Context: an optimization exercise on an open-source flow, tuned for small area and a short achievable clock period. The choices shown serve that exercise and are no tape-out recipe. The RTL was checked by simulation tests, not by an equivalence proof against the original design. Power is estimated from default activity; no workload was simulated.

==> design/flow/design.v <==
`default_nettype none
package axi_wr_pkg;
    localparam int DATA_W   = 32;
    localparam int STRB_W   = DATA_W / 8;
    localparam int ADDR_W   = 32;
    localparam int ID_W     = 4;
    localparam int LEN_W    = 8;
    localparam int SIZE_W   = 3;
    localparam logic [SIZE_W-1:0] MAX_SIZE = SIZE_W'(2);
    localparam int PAGE_W   = 12;
    localparam int AW_DEPTH = 4;
    localparam int W_DEPTH  = 16;
    localparam int B_DEPTH  = 4;
    localparam logic [1:0] BURST_FIXED = 2'b00;
    localparam logic [1:0] BURST_INCR  = 2'b01;
    localparam logic [1:0] RESP_OKAY   = 2'b00;
    localparam logic [1:0] RESP_SLVERR = 2'b10;
    typedef struct packed {
        logic [ID_W-1:0]   id;
        logic [ADDR_W-1:0] addr;
        logic [LEN_W-1:0]  len;
        logic [SIZE_W-1:0] size;
        logic [1:0]        burst;
    } aw_req_t;
    typedef struct packed {
        logic [DATA_W-1:0] data;
        logic [STRB_W-1:0] strb;
        logic              last;
    } w_beat_t;
    typedef struct packed {
        logic [ID_W-1:0] id;
        logic [1:0]      resp;
    } b_resp_t;
    typedef struct packed {
        logic [ID_W-1:0]   id;
        logic [ADDR_W-1:0] addr;
        logic [DATA_W-1:0] data;
        logic [STRB_W-1:0] strb;
        logic              last;
    } mem_wr_t;
    localparam int AW_REQ_W = ID_W + ADDR_W + LEN_W + SIZE_W + 2;
    localparam int W_BEAT_W = DATA_W + STRB_W + 1;
    localparam int B_RESP_W = ID_W + 2;
endpackage
`default_nettype wire
`timescale 1ns/1ps
`default_nettype none
module sync_fifo #(
    parameter int  WIDTH     = 8,
    parameter int  DEPTH     = 4
) (
    input  logic     clk,
    input  logic     rst_n,
    input  logic     push,
    input  logic [WIDTH-1:0] din,
    input  logic     pop,
    output logic [WIDTH-1:0] q,
    output logic     full,
    output logic     empty
);
    localparam int PTR_W = (DEPTH > 1) ? $clog2(DEPTH) : 1;
    localparam int CNT_W = $clog2(DEPTH + 1);
    logic [WIDTH-1:0] mem [DEPTH];
    logic [PTR_W-1:0] wr_ptr;
    logic [PTR_W-1:0] rd_ptr;
    logic [CNT_W-1:0] count;
    logic             do_push;
    logic             do_pop;
    assign do_push = push && !full;
    assign do_pop  = pop && !empty;
    assign full  = (count == CNT_W'(DEPTH));
    assign empty = (count == '0);
    assign q = mem[rd_ptr];
    always_ff @(posedge clk) begin
        if (do_push) begin
            mem[wr_ptr] <= din;
        end
    end
    always_ff @(posedge clk or negedge rst_n) begin
        if (!rst_n) begin
            wr_ptr <= '0;
            rd_ptr <= '0;
            count  <= '0;
        end else begin
            if (do_push) begin
                wr_ptr <= (wr_ptr == PTR_W'(DEPTH - 1)) ? '0 : wr_ptr + 1'b1;
            end
            if (do_pop) begin
                rd_ptr <= (rd_ptr == PTR_W'(DEPTH - 1)) ? '0 : rd_ptr + 1'b1;
            end
            if (do_push && !do_pop) begin
                count <= count + 1'b1;
            end else if (do_pop && !do_push) begin
                count <= count - 1'b1;
            end
        end
    end
endmodule
`default_nettype wire
`timescale 1ns/1ps
`default_nettype none
module burst_addr_gen (
    input  axi_wr_pkg::aw_req_t            hdr,
    input  logic [axi_wr_pkg::ADDR_W-1:0]  cur_addr,
    output logic [axi_wr_pkg::ADDR_W-1:0]  first_addr,
    output logic [axi_wr_pkg::ADDR_W-1:0]  next_addr
);
    logic [axi_wr_pkg::SIZE_W-1:0] eff_size;
    logic [axi_wr_pkg::ADDR_W-1:0] size_mask;
    logic [axi_wr_pkg::ADDR_W-1:0] addr_inc;
    logic [axi_wr_pkg::ADDR_W-1:0] base_addr;
    logic [axi_wr_pkg::ADDR_W-1:0] step_addr;
    logic              page_cross;
    assign first_addr = hdr.addr;
    assign eff_size  = (hdr.size > axi_wr_pkg::MAX_SIZE) ? axi_wr_pkg::MAX_SIZE : hdr.size;
    assign size_mask = {axi_wr_pkg::ADDR_W{1'b1}} << eff_size;
    assign addr_inc  = (hdr.burst == axi_wr_pkg::BURST_FIXED) ? '0 : (axi_wr_pkg::ADDR_W'(1) << eff_size);
    assign base_addr = cur_addr & size_mask;
    assign step_addr = base_addr + addr_inc;
    assign page_cross = (step_addr[axi_wr_pkg::ADDR_W-1:axi_wr_pkg::PAGE_W] != base_addr[axi_wr_pkg::ADDR_W-1:axi_wr_pkg::PAGE_W]);
    always_comb begin
        if (page_cross) begin
            next_addr = base_addr;
        end else begin
            next_addr = step_addr;
        end
    end
endmodule
`default_nettype wire
`timescale 1ns/1ps
`default_nettype none
module wr_burst_ctrl (
    input  logic                 clk,
    input  logic                 rst_n,
    input  axi_wr_pkg::aw_req_t  aw_head,
    input  logic                 aw_empty,
    output logic                 aw_pop,
    input  axi_wr_pkg::w_beat_t  w_head,
    input  logic                 w_empty,
    output logic                 w_pop,
    output logic                 b_push,
    output axi_wr_pkg::b_resp_t  b_din,
    input  logic                 b_full,
    input  logic                 wr_grant,
    output logic                 wr_request,
    output logic                 mem_we,
    output axi_wr_pkg::mem_wr_t  mem
);
    typedef enum logic [1:0] {PH_IDLE, PH_FIRST, PH_BURST, PH_BRESP} phase_t;
    phase_t            phase;
    phase_t            phase_nxt;
    axi_wr_pkg::aw_req_t           hdr_q;
    axi_wr_pkg::aw_req_t           cur_hdr;
    logic [axi_wr_pkg::LEN_W-1:0]  beat_cnt;
    logic [axi_wr_pkg::ADDR_W-1:0] beat_addr;
    logic [axi_wr_pkg::ADDR_W-1:0] first_addr;
    logic [axi_wr_pkg::ADDR_W-1:0] next_addr;
    logic              beat_ok;
    logic              last_beat;
    assign cur_hdr = (phase == PH_FIRST) ? aw_head : hdr_q;
    assign wr_request = ((phase == PH_FIRST) && !aw_empty && !w_empty) ||
                        ((phase == PH_BURST) && !w_empty);
    assign beat_ok    = wr_request && wr_grant;
    assign mem_we = beat_ok;
    assign w_pop  = beat_ok;
    assign aw_pop = beat_ok && (phase == PH_FIRST);
    assign last_beat = (phase == PH_FIRST) ? (aw_head.len == '0) : (beat_cnt == hdr_q.len);
    always_comb begin
        mem.id   = cur_hdr.id;
        mem.addr = (phase == PH_FIRST) ? first_addr : beat_addr;
        mem.data = w_head.data;
        mem.strb = w_head.strb;
        mem.last = last_beat;
    end
    assign b_push     = !b_full && ((beat_ok && last_beat) || (phase == PH_BRESP));
    assign b_din.id   = cur_hdr.id;
    assign b_din.resp = (cur_hdr.size > axi_wr_pkg::MAX_SIZE) ? axi_wr_pkg::RESP_SLVERR : axi_wr_pkg::RESP_OKAY;
    burst_addr_gen u_addr_gen (
        .hdr        (cur_hdr),
        .cur_addr   ((phase == PH_FIRST) ? aw_head.addr : beat_addr),
        .first_addr (first_addr),
        .next_addr  (next_addr)
    );
    always_comb begin
        phase_nxt = phase;
        case (phase)
            PH_IDLE:  phase_nxt = PH_FIRST;
            PH_FIRST, PH_BURST: begin
                if (beat_ok) begin
                    if (!last_beat) begin
                        phase_nxt = PH_BURST;
                    end else begin
                        phase_nxt = b_full ? PH_BRESP : PH_FIRST;
                    end
                end
            end
            PH_BRESP: phase_nxt = b_full ? PH_BRESP : PH_FIRST;
            default:  phase_nxt = PH_IDLE;
        endcase
    end
    always_ff @(posedge clk or negedge rst_n) begin
        if (!rst_n) begin
            phase     <= PH_IDLE;
            beat_cnt  <= '0;
            beat_addr <= '0;
        end else begin
            phase <= phase_nxt;
            if (beat_ok) begin
                beat_cnt  <= (phase == PH_FIRST) ? axi_wr_pkg::LEN_W'(1) : beat_cnt + 1'b1;
                beat_addr <= next_addr;
            end
        end
    end
    always_ff @(posedge clk) begin
        if (aw_pop) begin
            hdr_q <= aw_head;
        end
    end
endmodule
`default_nettype wire
`timescale 1ns/1ps
`default_nettype none
module axi_slave_wr (
    input  logic                 clk,
    input  logic                 rst_n,
    input  logic [3:0]           aw_id,
    input  logic [31:0]          aw_addr,
    input  logic [7:0]           aw_len,
    input  logic [2:0]           aw_size,
    input  logic [1:0]           aw_burst,
    input  logic                 aw_valid,
    output logic                 aw_ready,
    input  logic [31:0]          w_data,
    input  logic [3:0]           w_strb,
    input  logic                 w_last,
    input  logic                 w_valid,
    output logic                 w_ready,
    output logic [3:0]           b_id,
    output logic [1:0]           b_resp,
    output logic                 b_valid,
    input  logic                 b_ready,
    input  logic                 wr_grant,
    output logic                 wr_request,
    output logic                 mem_we,
    output logic [3:0]           mem_id,
    output logic [31:0]          mem_addr,
    output logic [31:0]          mem_data,
    output logic [3:0]           mem_strb,
    output logic                 mem_last
);
    axi_wr_pkg::aw_req_t aw;
    axi_wr_pkg::w_beat_t w;
    axi_wr_pkg::b_resp_t b;
    axi_wr_pkg::mem_wr_t mem;
    assign aw.id    = aw_id;
    assign aw.addr  = aw_addr;
    assign aw.len   = aw_len;
    assign aw.size  = aw_size;
    assign aw.burst = aw_burst;
    assign w.data = w_data;
    assign w.strb = w_strb;
    assign w.last = w_last;
    assign b_id   = b.id;
    assign b_resp = b.resp;
    assign mem_id   = mem.id;
    assign mem_addr = mem.addr;
    assign mem_data = mem.data;
    assign mem_strb = mem.strb;
    assign mem_last = mem.last;
    logic    aw_full;
    logic    aw_empty;
    logic    aw_pop;
    axi_wr_pkg::aw_req_t aw_head;
    logic    w_full;
    logic    w_empty;
    logic    w_pop;
    axi_wr_pkg::w_beat_t w_head;
    logic    b_full;
    logic    b_empty;
    logic    b_push;
    axi_wr_pkg::b_resp_t b_din;
    assign aw_ready = !aw_full;
    assign w_ready  = !w_full;
    assign b_valid  = !b_empty;
    sync_fifo #(.WIDTH(axi_wr_pkg::AW_REQ_W), .DEPTH(axi_wr_pkg::AW_DEPTH)) u_aw_fifo (
        .clk   (clk),
        .rst_n (rst_n),
        .push  (aw_valid && aw_ready),
        .din   (aw),
        .pop   (aw_pop),
        .q     (aw_head),
        .full  (aw_full),
        .empty (aw_empty)
    );
    sync_fifo #(.WIDTH(axi_wr_pkg::W_BEAT_W), .DEPTH(axi_wr_pkg::W_DEPTH)) u_w_fifo (
        .clk   (clk),
        .rst_n (rst_n),
        .push  (w_valid && w_ready),
        .din   (w),
        .pop   (w_pop),
        .q     (w_head),
        .full  (w_full),
        .empty (w_empty)
    );
    sync_fifo #(.WIDTH(axi_wr_pkg::B_RESP_W), .DEPTH(axi_wr_pkg::B_DEPTH)) u_b_fifo (
        .clk   (clk),
        .rst_n (rst_n),
        .push  (b_push),
        .din   (b_din),
        .pop   (b_valid && b_ready),
        .q     (b),
        .full  (b_full),
        .empty (b_empty)
    );
    wr_burst_ctrl u_ctrl (
        .clk        (clk),
        .rst_n      (rst_n),
        .aw_head    (aw_head),
        .aw_empty   (aw_empty),
        .aw_pop     (aw_pop),
        .w_head     (w_head),
        .w_empty    (w_empty),
        .w_pop      (w_pop),
        .b_push     (b_push),
        .b_din      (b_din),
        .b_full     (b_full),
        .wr_grant   (wr_grant),
        .wr_request (wr_request),
        .mem_we     (mem_we),
        .mem        (mem)
    );
endmodule
`default_nettype wire
==> design/flow/run.sh <==
#!/bin/bash
# synth_recipe.tcl (not shown) runs the flow's synth.tcl, then flattens the netlist and writes it again
# the make line also repeats each setting of config.mk as NAME=value (left out here)
make -C /OpenROAD-flow-scripts/flow DESIGN_CONFIG=/design/flow/config.mk WORK_HOME=/design/flow/orfs CLKGATE_MAP_FILE= SYNTH_SCRIPT=/design/flow/synth_recipe.tcl finish
==> design/flow/config.mk <==
export PLATFORM = sky130hd
export DESIGN_NAME = axi_slave_wr
export DESIGN_NICKNAME = axi_slave_wr
export VERILOG_FILES = /design/flow/design.v
export SDC_FILE = /design/flow/constraint.sdc
export NUM_CORES = 4
export LEC_CHECK = 0
export CAP_MARGIN = 20
export CORE_MARGIN = 2
export CORE_UTILIZATION = 40
export SLEW_MARGIN = 20
==> design/flow/constraint.sdc <==
create_clock -name core_clock -period 5.0 [get_ports {clk}]
set_input_delay 1.0000 -clock core_clock [delete_from_list [all_inputs] [get_ports {clk}]]
set_output_delay 1.0000 -clock core_clock [all_outputs]
set_load 0.01 [all_outputs]
==> results.tsv <==
metric	value	unit
grt_usage	16.9	%
ant_nets	0	
synth_cells	1630	
final_cell_mix	edfxtp_1, mux4_2, clkdlybuf4s50_1, nand2_1, clkbuf_16	
cts_tree	done	
synth_top_family_by_area	multiplexers	
path_cells	buf_4 -> mux4_1 -> nor4_1 -> nand4b_1 -> nand2b_1 -> clkdlybuf4s50_1	
cp.arrival	3.68	ns
via_per_inst	5.35	
start_util	40.5	%
dp_slack	0.855	ns
rsz0062_at_grt	false	
p_per_area	594	nW/um2
yosys.area.top_type_share	70.2	%
synth-seq-cells	878	
coreArea	85400	um2
drive_gt1_share	25.3	%
yosys_most_used_dff	edfxtp_1	
endpoint	mem_last	
synth_edf_count	809	
ff2ff_path_depth	12	
clock_latency	0.65	ns
rows	107	
hold_viol_final	0	
hpwl	41.9	mm
cp.required	4.00	ns
ys_types	60	
postSynthAreaPerCell	21.2	um2
ios	176	
ys_seq_area_share	75.2	%
ys_async_sr_fraction	7.86	%
place.gp.congestion	0.785	
fmax	214	MHz
antenna_found_initial	11	
clk_pin_slew	0.06	ns
root_buffer	clkbuf_16	
vdd.ir_drop.worst	0.398	mV
setup_violations	0	
syn_to_final_growth	18.9	%
layout.nets	1996	
yosys-top-cells-area	edfxtp_1, mux4_2, dfrtp_1	
cts_hold_buffers	0	
cp-startpoint	u_aw_fifo.rd_ptr[1]	
rrSetupSlack	0.82	ns
grt_max_degree	50	
max-cap-violations	0	
r2r_start	u_aw_fifo.rd_ptr[0]	
clock_skew	0.0256	ns
port_buffers	173	
synthSimpleGateAreaFrac	2.75	%
synthMuxAreaShare	16.9	%
grt_pass1_vias	17718	
finalWirelength	74.8	mm
overflow	0	
die_area	88800	um2
crit_path_start_kind	register	
gr-usage-met2	29.1	%
dpl_cell_area	38100	um2
cts_buffers	92	
yosys_warnings	5	
numClockSinks	878	
grt_pass1_wl	112	mm
dr.pass1.iters	7	
worst_r2r_endpoint	u_ctrl.beat_addr[9]	
h-tree-depth	3	
tns	0	ns
drt_iter0_markers	1242	
design_area	41100	um2
top_usage_layer	met2	
worstSetupPathType	register to output pin	
die_w	298	um
yosys.area_share.xor_xnor	0.684	%
synth-adder-area-share	1.46	%
max_stage_delay	0.66	ns
critPathSlowestCell	buf_4	
synth_top_area_cell	edfxtp_1	
wl_per_cell	24.2	um
drc	0	
setup_slack	0.317	ns
worstPathMaxFanout	42	
cts_resized	0	
final_common_cell	edfxtp_1	
cp-end-kind	output pin	
relSlewSlack	38.6	%
worst_pin_slew	0.921	ns
vias	16522	
cts_setup_buffers	0	
use_met3	3.68	%
synth-compound-area-share	1.74	%
period_share	93.7	%
period_minus_slack	4.68	ns
clockBufferDepth	3	
hp-class	primary input to asynchronous set/reset pin	
p_leak	13.4	nW
status	finished clean	
syn_area	34600	um2
maxSlewViolCount	0	
grt_util_met1	21.6	%
die_h	298	um
-- where the power goes --
group / leakage (nW) / total, W / switching [W] / internal [W]
Clock: 1.48 / 0.00681 / 0.00281 / 0.00399
Combinational: 3.74 / 0.00780 / 0.00379 / 0.00400
Sequential: 8.18 / 0.00982 / 0.000632 / 0.00919
-- critical path: cells and delay by family (launching register included) --
kind                   cells  cell delay [ns]
flip-flops                 1             0.55
buffers and inverters      2             1.23
AND/OR/NAND/NOR            3             0.78
multiplexers               1             0.43
-- Yosys cell counts, drive strengths merged, types with 2 or more instances --
library cell / instances
clkbuf: 40
a31o: 2
nor2b: 5
fa: 4
o211ai: 2
nand2: 101
o21a: 2
o31ai: 7
or2: 2
a21oi: 14
xnor2: 20
nand4: 4
inv: 17
nor3: 11
dfrtp: 69
a32o: 2
or3: 3
a21o: 10
nor2: 46
nand2b: 4
mux2: 48
ha: 34
nor4: 3
a22o: 2
xor2: 7
a211oi: 2
buf: 41
edfxtp: 809
a31oi: 11
nand3: 10
o21ai: 29
mux4: 234
and2: 7
and3: 11
nor3b: 2
-- worst min-delay path by stage --
stage	cells past startpoint	slack [ns]	startpoint	end
2_1_floorplan	2	0.44	u_ctrl.beat_addr[12]	u_ctrl.beat_addr[12]
3_3_place_gp	2	0.46	u_ctrl.beat_addr[12]	u_ctrl.beat_addr[12]
3_5_place_dp	2	0.46	u_ctrl.beat_addr[15]	u_ctrl.beat_addr[15]
4_1_cts	1	0.40	rst_n	u_ctrl.beat_addr[10]
5_1_grt	1	0.42	rst_n	u_ctrl.beat_addr[10]
6_report	1	0.39	rst_n	u_ctrl.beat_addr[10]
-- registers in the layout, summed over array words and instances, names as in the netlist --
| register | count |
|---|---|
| u_b_fifo.count | 3 |
| u_aw_fifo.wr_ptr | 2 |
| u_w_fifo.rd_ptr | 4 |
| u_b_fifo.mem | 20 |
| u_aw_fifo.rd_ptr | 2 |
| u_ctrl.beat_cnt | 8 |
| u_w_fifo.count | 5 |
| u_ctrl.phase | 2 |
| u_b_fifo.wr_ptr | 2 |
| u_ctrl.hdr_q | 17 |
| u_w_fifo.wr_ptr | 4 |
| u_ctrl.beat_addr | 32 |
| u_aw_fifo.count | 3 |
| u_w_fifo.mem | 576 |
| u_b_fifo.rd_ptr | 2 |
| u_aw_fifo.mem | 196 |
-- per-layer routing --
layer / up-vias / part of all wire [%]
met1: 8777 / 41
met3: 128 / 5.6
met5: - / 0.17
met4: 20 / 2.4
met2: 419 / 51
li1: 7178 / -
-- kinds of logic after synthesis --
logic type,Yosys count
flops,878
mux,283
simple gates,213
buf+inv,98
compound gates,92
fa+ha+maj,38
xor+xnor,27
other cells,1
-- metrics by stage --
| stage | utilization (%) | std cells | hold WS [ns] | power, W |
|---|---|---|---|---|
| detailed placement | 44.6 | 2915 | 0.463 | 0.0179 |
| CTS | 48.1 | 3085 | 0.400 | 0.0248 |
| global route | 48.1 | 3086 | 0.420 | 0.0256 |
| floorplan | - | 1635 | 0.438 | 0.0148 |
| global placement | 44.6 | 2915 | 0.456 | 0.0177 |
| finish | 48.1 | 3087 | 0.391 | 0.0244 |
-- final cells by class --
class / count / area (um2)
fill: 7012 / 44300
sequential: 878 / 26000
multi-input combinational: 659 / 8290
clock buffer: 122 / 2500
timing repair buffer: 218 / 2260
tap: 1144 / 1430
clock inverter: 48 / 528
inverter: 17 / 63.8
antenna: 1 / 2.50

==> afterwards: timing with drivers on the ports <==
No port has a modelled driver above. Below, the same layout with a new extraction and two added sets of constraints.
Step 1: set_driving_cell puts a clkbuf_16 on clk and a buf_2 on each other input, an assumption about the parent block.
Step 2 also shifts input and output timing later by t, the mid clock arrival at the registers, as if the neighbouring blocks saw the same clock.
a / b / c = ideal / step 1 / step 2; a / b = the first two.
t, ns: 0.695
setup slack, ns: 0.317 / 0.255 / 0.816
hold slack, ns: 0.391 / 0.355 / 0.470
latest minus earliest clock arrival (ns): 0.034 / 0.033
After both steps setup and hold are still met in this run. The setup slack of this run moves by -0.062 ns with the drivers and by +0.499 ns with both steps.
